From an optimization exercise on the open Yosys and OpenROAD flow, aimed at small area, a short achievable clock period and few clock cycles per item; shortcuts taken in it are not production practice.
In this exercise RTL edits were held to simulation tests only and were not proved equivalent to the original.
Power is estimated from default activity; no workload was simulated.

===== design.v =====
`default_nettype none
package tghf_pkg;
    localparam int HOLD_DEPTH = 32;
    localparam int IDX_W      = $clog2(HOLD_DEPTH);
    localparam int CNT_W      = $clog2(HOLD_DEPTH + 1);
    localparam int TIME_W      = 48;
    localparam int TAG_W       = 16;
    localparam int CAP_W       = 32;
    localparam int LIMIT_W     = 6;
    localparam int CNT32_W     = 32;
    localparam int CFG_INDEX_W = 2;
    localparam int CFG_DATA_W  = 32;
    localparam logic [CAP_W-1:0]   RESET_CAP      = 32'd3000000;
    localparam logic [LIMIT_W-1:0] RESET_LIMIT    = 6'd32;
    localparam logic [CAP_W-1:0]   DEFAULT_CAP_US = 32'd2000000;
    localparam int                 DEFAULT_LIMIT  = 512;
    localparam int                 LIM_EFF_W      = $clog2(DEFAULT_LIMIT + 1);
    localparam logic [CFG_INDEX_W-1:0] CFG_CAP   = 2'd0;
    localparam logic [CFG_INDEX_W-1:0] CFG_LIMIT = 2'd1;
    localparam logic [1:0] ACT_PUBLISH = 2'd0;
    localparam logic [1:0] ACT_ENQUEUE = 2'd1;
    localparam logic [1:0] ACT_DRAIN   = 2'd2;
    localparam logic [1:0] ACT_FLUSH   = 2'd3;
    localparam logic [1:0] KIND_RELEASE = 2'd0;
    localparam logic [1:0] KIND_STATUS  = 2'd1;
    localparam logic [1:0] KIND_SUMMARY = 2'd2;
    localparam logic [1:0] KIND_ACK     = 2'd3;
    localparam logic [1:0] ST_HELD      = 2'd0;
    localparam logic [1:0] ST_FULL_DROP = 2'd1;
    localparam logic [1:0] ST_WAIT      = 2'd2;
    localparam logic [1:0] ST_DIRECT    = 2'd3;
    typedef struct packed {
        logic [1:0]              action;
        logic signed [TIME_W-1:0] stamp_us;
        logic [TIME_W-1:0]       now_us;
        logic [TAG_W-1:0]        packet_tag;
        logic                    wait_when_full;
    } item_t;
    typedef struct packed {
        logic [1:0]         result_kind;
        logic [TAG_W-1:0]   released_tag;
        logic               was_forced;
        logic [1:0]         enqueue_status;
        logic               mark_advanced;
        logic [TIME_W-1:0]  oldest_hold_us;
        logic [CNT32_W-1:0] forced_total;
        logic [CNT32_W-1:0] dropped_total;
        logic               last;
    } result_t;
    typedef struct packed {
        logic signed [TIME_W-1:0] stamp;
        logic [TIME_W-1:0]        arrival;
        logic [TAG_W-1:0]         handle;
    } entry_t;
    localparam int ITEM_W   = 2 + 2 * TIME_W + TAG_W + 1;
    localparam int RESULT_W = 2 + TAG_W + 1 + 2 + 1 + TIME_W + 2 * CNT32_W + 1;
    localparam int ENTRY_W = 2 * TIME_W + TAG_W;   
    typedef struct packed {
        logic [CAP_W-1:0]     cap;
        logic [LIM_EFF_W-1:0] limit;
    } cfg_t;
    typedef struct packed {
        logic [CNT_W-1:0] held;
        logic             closed;
        logic             idle;
    } status_t;
endpackage
`default_nettype wire
`default_nettype none
module tghf_ram #(
    parameter int WIDTH  = 8,
    parameter int DEPTH  = 32,
    parameter int ADDR_W = $clog2(DEPTH)
) (
    input  wire logic              clk,
    input  wire logic              wr_en,
    input  wire logic [ADDR_W-1:0] wr_addr,
    input  wire logic [WIDTH-1:0]  wr_data,
    input  wire logic              rd_en,
    input  wire logic [ADDR_W-1:0] rd_addr,
    output logic      [WIDTH-1:0]  rd_data
);
    logic [WIDTH-1:0] mem [DEPTH];
    always_ff @(posedge clk)
    begin
        if (wr_en)
        begin
            mem[wr_addr] <= wr_data;
        end
    end
    always_ff @(posedge clk)
    begin
        if (rd_en)
        begin
            rd_data <= mem[rd_addr];
        end
    end
endmodule
`default_nettype wire
`default_nettype none
import tghf_pkg::*;
module tghf_ctrl (
    input  wire logic             clk,
    input  wire logic             rst_n,
    input  wire logic             item_valid,
    input  wire tghf_pkg::item_t  item,
    input  wire tghf_pkg::cfg_t   cfg,
    input  wire logic             slot_free,
    output logic                  emit_valid,
    output tghf_pkg::result_t     emit_data,
    output tghf_pkg::status_t     status
);
    typedef enum logic [2:0] {
        S_IDLE,
        S_ONE,
        S_PREP,
        S_SCAN,
        S_PASS_RD,
        S_PASS_DAT,
        S_SUMMARY
    } state_t;
    state_t state_reg, state_next;
    logic [CNT_W-1:0]         held_reg, held_next;
    logic signed [TIME_W-1:0] mark_stamp_reg, mark_stamp_next;
    logic                     mark_valid_reg, mark_valid_next;
    logic [TIME_W-1:0]        mark_time_reg, mark_time_next;
    logic                     closed_reg, closed_next;
    logic [CNT32_W-1:0]       forced_reg, forced_next;
    logic [CNT32_W-1:0]       dropped_reg, dropped_next;
    logic                     flush_reg, flush_next;
    logic                     stalled_reg, stalled_next;
    logic [CNT_W-1:0]         rd_idx_reg, rd_idx_next;
    logic                     v1_reg, v1_next;
    logic                     v2_reg, v2_next;
    logic [IDX_W-1:0]         p_idx_reg, p_idx_next;
    logic [CNT_W-1:0]         w_idx_reg, w_idx_next;
    logic [HOLD_DEPTH-1:0]    rel_reg, rel_next;
    logic [HOLD_DEPTH-1:0]    frc_reg, frc_next;
    logic [TIME_W-1:0]        now_reg, now_next;
    tghf_pkg::result_t                  pend_reg, pend_next;
    logic [IDX_W-1:0]         i1_reg, i1_next;
    logic [IDX_W-1:0]         i2_reg, i2_next;
    logic signed [TIME_W:0]   age_reg, age_next;
    logic                     reached_reg, reached_next;
    logic [TIME_W-1:0]        oldest_reg, oldest_next;
    logic                     ram_wr_en;
    logic [IDX_W-1:0]         ram_wr_addr;
    tghf_pkg::entry_t                   ram_wr_data;
    logic                     ram_rd_en;
    logic [IDX_W-1:0]         ram_rd_addr;
    logic [ENTRY_W-1:0]       ram_rd_raw;
    tghf_pkg::entry_t                   rd_entry;
    logic                     accept;
    logic                     full;
    logic                     advance;
    logic signed [TIME_W:0]   cap_s;
    logic                     s3_aged;
    logic                     s3_rel;
    logic                     s3_frc;
    logic                     s3_older;
    logic                     scan_last;
    logic                     pass_last;
    logic                     scan_rd;
    tghf_ram #(
        .WIDTH (ENTRY_W),
        .DEPTH (HOLD_DEPTH)
    ) u_ram (
        .clk     (clk),
        .wr_en   (ram_wr_en),
        .wr_addr (ram_wr_addr),
        .wr_data (ram_wr_data),
        .rd_en   (ram_rd_en),
        .rd_addr (ram_rd_addr),
        .rd_data (ram_rd_raw)
    );
    assign rd_entry = tghf_pkg::entry_t'(ram_rd_raw);
    assign accept  = item_valid && (state_reg == S_IDLE);
    assign full    = (LIM_EFF_W'(held_reg) >= cfg.limit)
                  || (held_reg >= CNT_W'(HOLD_DEPTH));
    assign advance = !mark_valid_reg || (item.stamp_us > mark_stamp_reg);
    assign cap_s     = $signed({{(TIME_W + 1 - CAP_W){1'b0}}, cfg.cap});
    assign s3_aged   = stalled_reg && (age_reg > cap_s);
    assign s3_rel    = reached_reg || s3_aged;
    assign s3_frc    = s3_aged && !reached_reg;
    assign s3_older  = age_reg > $signed({1'b0, oldest_reg});
    assign scan_last = (CNT_W'(i2_reg) == (held_reg - CNT_W'(1)));
    assign pass_last = (CNT_W'(p_idx_reg) == (held_reg - CNT_W'(1)));
    assign scan_rd   = (state_reg == S_SCAN) && (rd_idx_reg < held_reg);
    assign status.held   = held_reg;
    assign status.closed = closed_reg;
    assign status.idle   = (state_reg == S_IDLE);
    always_comb
    begin
        state_next      = state_reg;
        held_next       = held_reg;
        mark_stamp_next = mark_stamp_reg;
        mark_valid_next = mark_valid_reg;
        mark_time_next  = mark_time_reg;
        closed_next     = closed_reg;
        forced_next     = forced_reg;
        dropped_next    = dropped_reg;
        flush_next      = flush_reg;
        stalled_next    = stalled_reg;
        rd_idx_next     = rd_idx_reg;
        v1_next         = scan_rd;
        v2_next         = v1_reg;
        p_idx_next      = p_idx_reg;
        w_idx_next      = w_idx_reg;
        rel_next        = rel_reg;
        frc_next        = frc_reg;
        now_next        = now_reg;
        pend_next       = pend_reg;
        i1_next         = rd_idx_reg[IDX_W-1:0];
        i2_next         = i1_reg;
        age_next        = $signed({1'b0, now_reg}) - $signed({1'b0, rd_entry.arrival});
        reached_next    = mark_valid_reg && (rd_entry.stamp <= mark_stamp_reg);
        oldest_next     = oldest_reg;
        ram_wr_en   = 1'b0;
        ram_wr_addr = held_reg[IDX_W-1:0];
        ram_wr_data = '0;
        ram_rd_en   = scan_rd;
        ram_rd_addr = rd_idx_reg[IDX_W-1:0];
        emit_valid               = 1'b0;
        emit_data                = '0;
        emit_data.forced_total   = forced_reg;
        emit_data.dropped_total  = dropped_reg;
        unique case (state_reg)
            S_IDLE:
            begin
                if (accept)
                begin
                    pend_next = '0;
                    now_next  = item.now_us;
                    unique case (item.action)
                        ACT_PUBLISH:
                        begin
                            pend_next.result_kind   = KIND_ACK;
                            pend_next.mark_advanced = advance;
                            if (advance)
                            begin
                                mark_stamp_next = item.stamp_us;
                                mark_valid_next = 1'b1;
                                mark_time_next  = item.now_us;
                            end
                            state_next = S_ONE;
                        end
                        ACT_ENQUEUE:
                        begin
                            pend_next.result_kind = KIND_STATUS;
                            if (closed_reg)
                            begin
                                pend_next.enqueue_status = ST_DIRECT;
                                pend_next.released_tag   = item.packet_tag;
                            end
                            else if (full)
                            begin
                                if (item.wait_when_full)
                                begin
                                    pend_next.enqueue_status = ST_WAIT;
                                end
                                else
                                begin
                                    pend_next.enqueue_status = ST_FULL_DROP;
                                    dropped_next             = dropped_reg + CNT32_W'(1);
                                end
                            end
                            else
                            begin
                                pend_next.enqueue_status = ST_HELD;
                                ram_wr_en                = 1'b1;
                                ram_wr_data.stamp        = item.stamp_us;
                                ram_wr_data.arrival      = item.now_us;
                                ram_wr_data.handle       = item.packet_tag;
                                held_next                = held_reg + CNT_W'(1);
                            end
                            state_next = S_ONE;
                        end
                        ACT_DRAIN:
                        begin
                            flush_next  = 1'b0;
                            oldest_next = '0;
                            w_idx_next  = '0;
                            state_next  = (held_reg == '0) ? S_SUMMARY : S_PREP;
                        end
                        ACT_FLUSH:
                        begin
                            flush_next = 1'b1;
                            rel_next   = '1;
                            frc_next   = '0;
                            p_idx_next = '0;
                            w_idx_next = '0;
                            state_next = (held_reg == '0) ? S_SUMMARY : S_PASS_RD;
                        end
                        default:
                        begin
                            state_next = S_IDLE;
                        end
                    endcase
                end
            end
            S_ONE:
            begin
                emit_valid                = 1'b1;
                emit_data.result_kind     = pend_reg.result_kind;
                emit_data.released_tag    = pend_reg.released_tag;
                emit_data.enqueue_status  = pend_reg.enqueue_status;
                emit_data.mark_advanced   = pend_reg.mark_advanced;
                emit_data.last            = 1'b1;
                if (slot_free)
                begin
                    state_next = S_IDLE;
                end
            end
            S_PREP:
            begin
                stalled_next = ($signed({1'b0, now_reg}) - $signed({1'b0, mark_time_reg}))
                               > cap_s;
                rd_idx_next  = '0;
                rel_next     = '0;
                frc_next     = '0;
                p_idx_next   = '0;
                state_next   = S_SCAN;
            end
            S_SCAN:
            begin
                if (scan_rd)
                begin
                    rd_idx_next = rd_idx_reg + CNT_W'(1);
                end
                if (v2_reg)
                begin
                    rel_next[i2_reg] = s3_rel;
                    frc_next[i2_reg] = s3_frc;
                    if (s3_frc)
                    begin
                        forced_next = forced_reg + CNT32_W'(1);
                    end
                    if (!s3_rel && s3_older)
                    begin
                        oldest_next = age_reg[TIME_W-1:0];
                    end
                    if (scan_last)
                    begin
                        state_next = S_PASS_RD;
                    end
                end
            end
            S_PASS_RD:
            begin
                ram_rd_en   = 1'b1;
                ram_rd_addr = p_idx_reg;
                state_next  = S_PASS_DAT;
            end
            S_PASS_DAT:
            begin
                if (rel_reg[p_idx_reg])
                begin
                    emit_valid             = 1'b1;
                    emit_data.result_kind  = KIND_RELEASE;
                    emit_data.released_tag = rd_entry.handle;
                    emit_data.was_forced   = frc_reg[p_idx_reg];
                end
                else
                begin
                    ram_wr_en   = 1'b1;
                    ram_wr_addr = w_idx_reg[IDX_W-1:0];
                    ram_wr_data = rd_entry;
                    w_idx_next  = w_idx_reg + CNT_W'(1);
                end
                if (!rel_reg[p_idx_reg] || slot_free)
                begin
                    if (pass_last)
                    begin
                        state_next = S_SUMMARY;
                    end
                    else
                    begin
                        p_idx_next = p_idx_reg + IDX_W'(1);
                        state_next = S_PASS_RD;
                    end
                end
            end
            S_SUMMARY:
            begin
                emit_valid               = 1'b1;
                emit_data.result_kind    = KIND_SUMMARY;
                emit_data.oldest_hold_us = flush_reg ? '0 : oldest_reg;
                emit_data.last           = 1'b1;
                if (slot_free)
                begin
                    held_next   = flush_reg ? '0 : w_idx_reg;
                    closed_next = closed_reg || flush_reg;
                    state_next  = S_IDLE;
                end
            end
            default:
            begin
                state_next = S_IDLE;
            end
        endcase
    end
    always_ff @(posedge clk or negedge rst_n)
    begin
        if (!rst_n)
        begin
            state_reg      <= S_IDLE;
            held_reg       <= '0;
            mark_stamp_reg <= '0;
            mark_valid_reg <= 1'b0;
            mark_time_reg  <= '0;
            closed_reg     <= 1'b0;
            forced_reg     <= '0;
            dropped_reg    <= '0;
            flush_reg      <= 1'b0;
            stalled_reg    <= 1'b0;
            rd_idx_reg     <= '0;
            v1_reg         <= 1'b0;
            v2_reg         <= 1'b0;
            p_idx_reg      <= '0;
            w_idx_reg      <= '0;
            rel_reg        <= '0;
            frc_reg        <= '0;
        end
        else
        begin
            state_reg      <= state_next;
            held_reg       <= held_next;
            mark_stamp_reg <= mark_stamp_next;
            mark_valid_reg <= mark_valid_next;
            mark_time_reg  <= mark_time_next;
            closed_reg     <= closed_next;
            forced_reg     <= forced_next;
            dropped_reg    <= dropped_next;
            flush_reg      <= flush_next;
            stalled_reg    <= stalled_next;
            rd_idx_reg     <= rd_idx_next;
            v1_reg         <= v1_next;
            v2_reg         <= v2_next;
            p_idx_reg      <= p_idx_next;
            w_idx_reg      <= w_idx_next;
            rel_reg        <= rel_next;
            frc_reg        <= frc_next;
        end
    end
    always_ff @(posedge clk)
    begin
        now_reg     <= now_next;
        pend_reg    <= pend_next;
        i1_reg      <= i1_next;
        i2_reg      <= i2_next;
        age_reg     <= age_next;
        reached_reg <= reached_next;
        oldest_reg  <= oldest_next;
    end
endmodule
`default_nettype wire
`default_nettype none
import tghf_pkg::*;
module timestamp_gated_hold_fifo_top (
    input  wire logic                               clk,
    input  wire logic                               rst_n,
    input  wire logic                               item_valid,
    output logic                                    item_stall,
    input  wire logic [tghf_pkg::ITEM_W-1:0] item,
    output logic                                    result_valid,
    input  wire logic                               result_stall,
    output logic [tghf_pkg::RESULT_W-1:0] result,
    input  wire logic                               cfg_valid,
    output logic                                    cfg_ready,
    input  wire logic [tghf_pkg::CFG_INDEX_W-1:0]   cfg_index,
    input  wire logic [tghf_pkg::CFG_DATA_W-1:0]    cfg_data
);
    logic [CAP_W-1:0]   cap_reg;
    logic [LIMIT_W-1:0] limit_reg;
    tghf_pkg::cfg_t               cfg_eff;
    logic    result_valid_reg;
    tghf_pkg::result_t result_reg;
    logic    slot_free;
    logic    emit_valid;
    tghf_pkg::result_t emit_data;
    tghf_pkg::status_t ctrl_status;
    assign cfg_ready = 1'b1;
    always_ff @(posedge clk or negedge rst_n)
    begin
        if (!rst_n)
        begin
            cap_reg   <= RESET_CAP;
            limit_reg <= RESET_LIMIT;
        end
        else if (cfg_valid && cfg_ready)
        begin
            unique case (cfg_index)
                CFG_CAP:   cap_reg   <= cfg_data[CAP_W-1:0];
                CFG_LIMIT: limit_reg <= cfg_data[LIMIT_W-1:0];
                default:   ;    
            endcase
        end
    end
    assign cfg_eff.cap   = (cap_reg == '0) ? DEFAULT_CAP_US : cap_reg;
    assign cfg_eff.limit = (limit_reg == '0) ? LIM_EFF_W'(DEFAULT_LIMIT)
                                             : LIM_EFF_W'(limit_reg);
    tghf_ctrl u_ctrl (
        .clk        (clk),
        .rst_n      (rst_n),
        .item_valid (item_valid),
        .item       (tghf_pkg::item_t'(item)),
        .cfg        (cfg_eff),
        .slot_free  (slot_free),
        .emit_valid (emit_valid),
        .emit_data  (emit_data),
        .status     (ctrl_status)
    );
    assign item_stall = !ctrl_status.idle;
    assign slot_free = !result_valid_reg || !result_stall;
    always_ff @(posedge clk or negedge rst_n)
    begin
        if (!rst_n)
        begin
            result_valid_reg <= 1'b0;
        end
        else if (emit_valid && slot_free)
        begin
            result_valid_reg <= 1'b1;
        end
        else if (!result_stall)
        begin
            result_valid_reg <= 1'b0;
        end
    end
    always_ff @(posedge clk)
    begin
        if (emit_valid && slot_free)
        begin
            result_reg <= emit_data;
        end
    end
    assign result_valid = result_valid_reg;
    assign result       = result_reg;
endmodule
`default_nettype wire

===== run.sh =====
#!/bin/bash
# synth_recipe.tcl (not shown) runs the flow's synth.tcl, then flattens the netlist and writes it again
# the make line also repeats each setting of config.mk as NAME=value (left out here)
make -C /OpenROAD-flow-scripts/flow DESIGN_CONFIG=/design/flow/config.mk WORK_HOME=/design/flow/orfs CLKGATE_MAP_FILE= SYNTH_SCRIPT=/design/flow/synth_recipe.tcl finish

===== config.mk =====
export PLATFORM = sky130hd
export DESIGN_NAME = timestamp_gated_hold_fifo_top
export DESIGN_NICKNAME = timestamp_gated_hold_fifo_top
export VERILOG_FILES = /design/flow/design.v
export SDC_FILE = /design/flow/constraint.sdc
export NUM_CORES = 4
export LEC_CHECK = 0
export CAP_MARGIN = 20
export CORE_MARGIN = 2
export CORE_UTILIZATION = 40
export SLEW_MARGIN = 20

===== constraint.sdc =====
create_clock -name core_clock -period 7.0 [get_ports {clk}]
set_input_delay 1.4000 -clock core_clock [delete_from_list [all_inputs] [get_ports {clk}]]
set_output_delay 1.4000 -clock core_clock [all_outputs]
set_load 0.01 [all_outputs]

==> impl_results.md <==
* Area of the multi-input gates at 45600 sq um
* Initial antenna violation count at 31
* Post-Synth XOR/XNOR Area at 0.814%
* P_int at 53.1 mW
* CTS H-Tree Depth at 5
* NetSw at 23.6 mW
* Mux contribution to synthesized area at 12.6%
* Post-synth top cells: 3948 x edfxtp_1, 1229 x nand2_1, 916 x mux4_2, 619 x nand3_1, 367 x clkbuf_1
* Simple-Gate Fraction of Synth Area at 6.37%
* Unrepaired setup endpoints after global routing: no
* Post-synthesis register bit count at 4303
* DR WL/cell at 29.3 microns
* HPWL Detailed at 260 mm
* Global route overflow at 0
* Largest area contributor in the netlist: edfxtp_1
* CTS tree: built
* Vias in the first global route at 97906
* Crit. End Element: flop
* Post-synthesis sequential area ratio at 72.5%
* Max transition margin at 24.3%
* Max Fanout on Critical Path at 31
* Max-slew violations at 0
* DRC errors left at 0
* Layout cells sized above 1 at 18.1%
* Initial Util at 40.1%
* Sequential cell area at 127000 sq um
* DR iter-0 viols at 11522
* Distinct cells, synth at 84
* Cts repair resizes at 0
* Total of max-cap violations at 0
* Clock latency (worst-skew pair) at 1.00 ns
* Pleak at 73.4 nW
* Dpl ws at 0.977 ns
* Syn avg cell area at 17.3 sq um
* Number of fill cells at 36831
* Buffer count from post-CTS setup fixing at 0
* Mapped cell area at 175000 sq um
* DR pass1 iterations at 8
* Fin worst setup slack at 1.30 ns
* Fin nets at 11010
* IO buf count at 290
* Sw Share at 30.8%
* Sequential power share at 41.5%
* Largest family of logic cells by synthesized area: multiplexers
* Syn_nets at 10607
* Post-Synthesis Cells at 10124
* Pwr dens at 382 nW/um^2
* Share of the synthesized area in the top cell type at 67.6%
* Required time of the critical path at 7.62 ns
* First-pass GRT wire length at 699 mm
* Worst EP arrival at 6.32 ns
* Area of the die at 444000 sq um
* Setup CP Type: reg2reg
* Finished Core Util at 45.9%
* Peak supply drop at 0.335 mV
* Setup TNS at 0 ns
* Detail Route Antenna Nets at 0
* Fin crit period at 5.70 ns
* Worst Tran Pin Value at 1.11 ns
* Inst Count DP at 15856
* Setup violators final at 0
* # IOs at 292
* Largest buffer count on any clock path at 4
* Largest net degree at the start of global routing at 157
* Synth Area in Compound Gates at 3.63%
* EDFF count, synth at 3948
* Core ar. at 437000 sq um
* Root buffer cell: clkbuf_16
* YS warnings at 3
* Most common cell in the synthesized netlist: edfxtp_1
* Clock skew at 0.0645 ns
* Adder-cell share of the synthesized area at 2.36%
* Clock network power share at 29.8%
* Clk slew on worst S/H paths at 0.06 ns
* CP Launch Type: flop
* Comb power frac at 28.7%
* Endpoints failing hold at 0
* Share of flip-flops with an asynchronous set or reset at 6.86%
* # rows at 243
* CTS hold repair buffers at 0
* Die H at 666 microns
* Layout Cells excl Fill at 16636
* Fmax at 0.175 GHz
* Die Span X at 666 microns
* Area grow syn2layout at 14.5%
* Hold/Removal Path Class: reg2reg
* CTS sink cnt at 4303
* Result of the run: no timing/DRC/antenna violations
* DR vias/cell at 5.83
* Max reg flops at 3584
* Gpl congestion at 0.851
* Synth top area cells: edfxtp_1 68%, mux4_2 12%, dfrtp_1 4.1%
* Dominant synthesized flop cell: edfxtp_1
* Vias after detailed routing at 96948
* Final worst path period share at 81.4%
* CTS Buf Count at 425
* Total wire length at 488 mm
* Total GRT Usage at 21.5%
* Pwr Total at 76.6 mW
## critical path, stage by stage, from the launching register on
cell,delay (ns)
dfrtp_1,1.03
mux4_2,0.61
mux4_2,0.51
mux2i_1,0.33
and2_4,0.60
nor2_1,0.08
a21oi_1,0.51
nand2_1,0.39
nor2_4,0.62
buf_4,0.54
## cell usage in the layout, fill, tap and decap left out, types with 25 or more instances in the layout
| cell type | synthesis | layout |
|---|---|---|
| clkdlybuf4s50_1 | 0 | 289 |
| mux4_2 | 916 | 916 |
| nor3_1 | 103 | 100 |
| and3_1 | 83 | 83 |
| a22o_1 | 134 | 113 |
| dfrtp_1 | 284 | 283 |
| clkinvlp_4 | 0 | 26 |
| o21ai_0 | 297 | 296 |
| inv_1 | 286 | 286 |
| nand2_1 | 1229 | 1229 |
| clkbuf_1 | 367 | 78 |
| ha_1 | 327 | 327 |
| clkinv_1 | 1 | 87 |
| o21a_1 | 40 | 40 |
| buf_12 | 0 | 107 |
| nor2_4 | 0 | 32 |
| a21oi_1 | 222 | 221 |
| bufinv_16 | 0 | 42 |
| and2_1 | 33 | 32 |
| a21o_1 | 109 | 108 |
| edfxtp_1 | 3948 | 3948 |
| xor2_1 | 70 | 70 |
| nand3_1 | 619 | 618 |
| nor2b_1 | 44 | 43 |
| buf_4 | 1 | 99 |
| nor4_1 | 26 | 25 |
| xnor2_1 | 93 | 93 |
| nand4_1 | 70 | 70 |
| dfxtp_1 | 60 | 60 |
| mux2_2 | 115 | 113 |
| clkinv_2 | 0 | 63 |
| nor2_1 | 198 | 164 |
| nand2b_1 | 29 | 29 |
| clkbuf_16 | 0 | 432 |
## per-stage QoR
stage	hold WS, ns	instance area (sq um)
after floorplan	0.310	176000
after global placement	0.310	187000
after detailed placement	0.312	187000
after CTS	0.326	201000
after global routing	0.333	201000
final	0.326	201000
## routing by layer
metal  vias up  GRT usage (%)  share of wire, %
li1      40592              -                 -
met4        30           6.16               3.0
met3       775           3.23               7.8
met2      4314           36.0                49
met1     51237           29.4                41
met5         -              0             0.035
## final timing paths
path / startpoint / end / slack [ns] / depth (start not counted)
min reg2reg: u_ctrl.i1_reg[4] / u_ctrl.i2_reg[4] / 0.33 / 0
max in group asynchronous: rst_n / u_ctrl.forced_reg[8] / 5.24 / 2
max: u_ctrl.p_idx_reg[0] / u_ctrl.u_ram.mem[23][93] / 1.30 / 9
min in group asynchronous: rst_n / cap_reg[28] / 0.35 / 1
min: u_ctrl.i1_reg[4] / u_ctrl.i2_reg[4] / 0.33 / 0
max reg2reg: u_ctrl.p_idx_reg[0] / u_ctrl.u_ram.mem[23][93] / 1.30 / 9
## logic make-up (layout without fill, tap and decap cells)
logic type | after synthesis | after routing
DFF | 4303 | 4303
AOI/OAI and AO/OA | 986 | 986
adders and majority gates | 330 | 330
buffers and inverters | 809 | 1556
and+or+nand+nor | 2490 | 2490
muxes | 1042 | 1042
other | 1 | 9
xor gates and xnor gates | 163 | 163
## cell type report
cell class | instances | area share (%)
sequential | 4303 | 63.3
tap | 5757 | 3.59
clock buffer | 518 | 5.58
inverter | 287 | 0.536
clock inverter | 253 | 1.35
antenna | 8 | 0.00997
timing repair buffer | 498 | 2.91
multi-input combinational | 5012 | 22.7
## power by group through the flow
| stage | Combinational [mW] | Clock, mW | Sequential, mW |
|---|---|---|---|
| 4_1_cts | 22.2 | 23.2 | 31.8 |
| 6_report | 22.0 | 22.9 | 31.8 |
| 2_1_floorplan | 15.3 | 0 | 31.8 |
| 3_3_place_gp | 21.8 | 0 | 32.3 |
| 3_5_place_dp | 22.1 | 0 | 32.3 |
| 5_1_grt | 24.0 | 24.1 | 31.9 |
Testbench counts, summed over its fixed seeds: cycles 37,784, items 4,800.

-- static timing again, ports no longer ideal --
In the flow no input, the clock included, has a driving cell. The finished layout below was timed again as built, in two steps. Step 1 assumes that a clkbuf_16 drives the clock port and a buf_2 every other input. Step 2 times the ports against the registers' clock, not the clock port: input delays grow and output delays shrink by t, the midpoint of the rising clock arrivals with the driver on. a / b / c = no drivers / after step 1 / after step 2; a / b = the first two.
t, ns: 1.083
setup WS [ns]: 1.299 / 1.299 / 0.999
worst setup path after step 2: input to register
worst register clock-pin slew, ns: 0.07 / 0.07
worst slew at a driven data input, ns: 0.15
After both steps this run still meets setup and hold. The setup slack of this run moves by 0.000 ns with the drivers and by -0.300 ns with both steps.
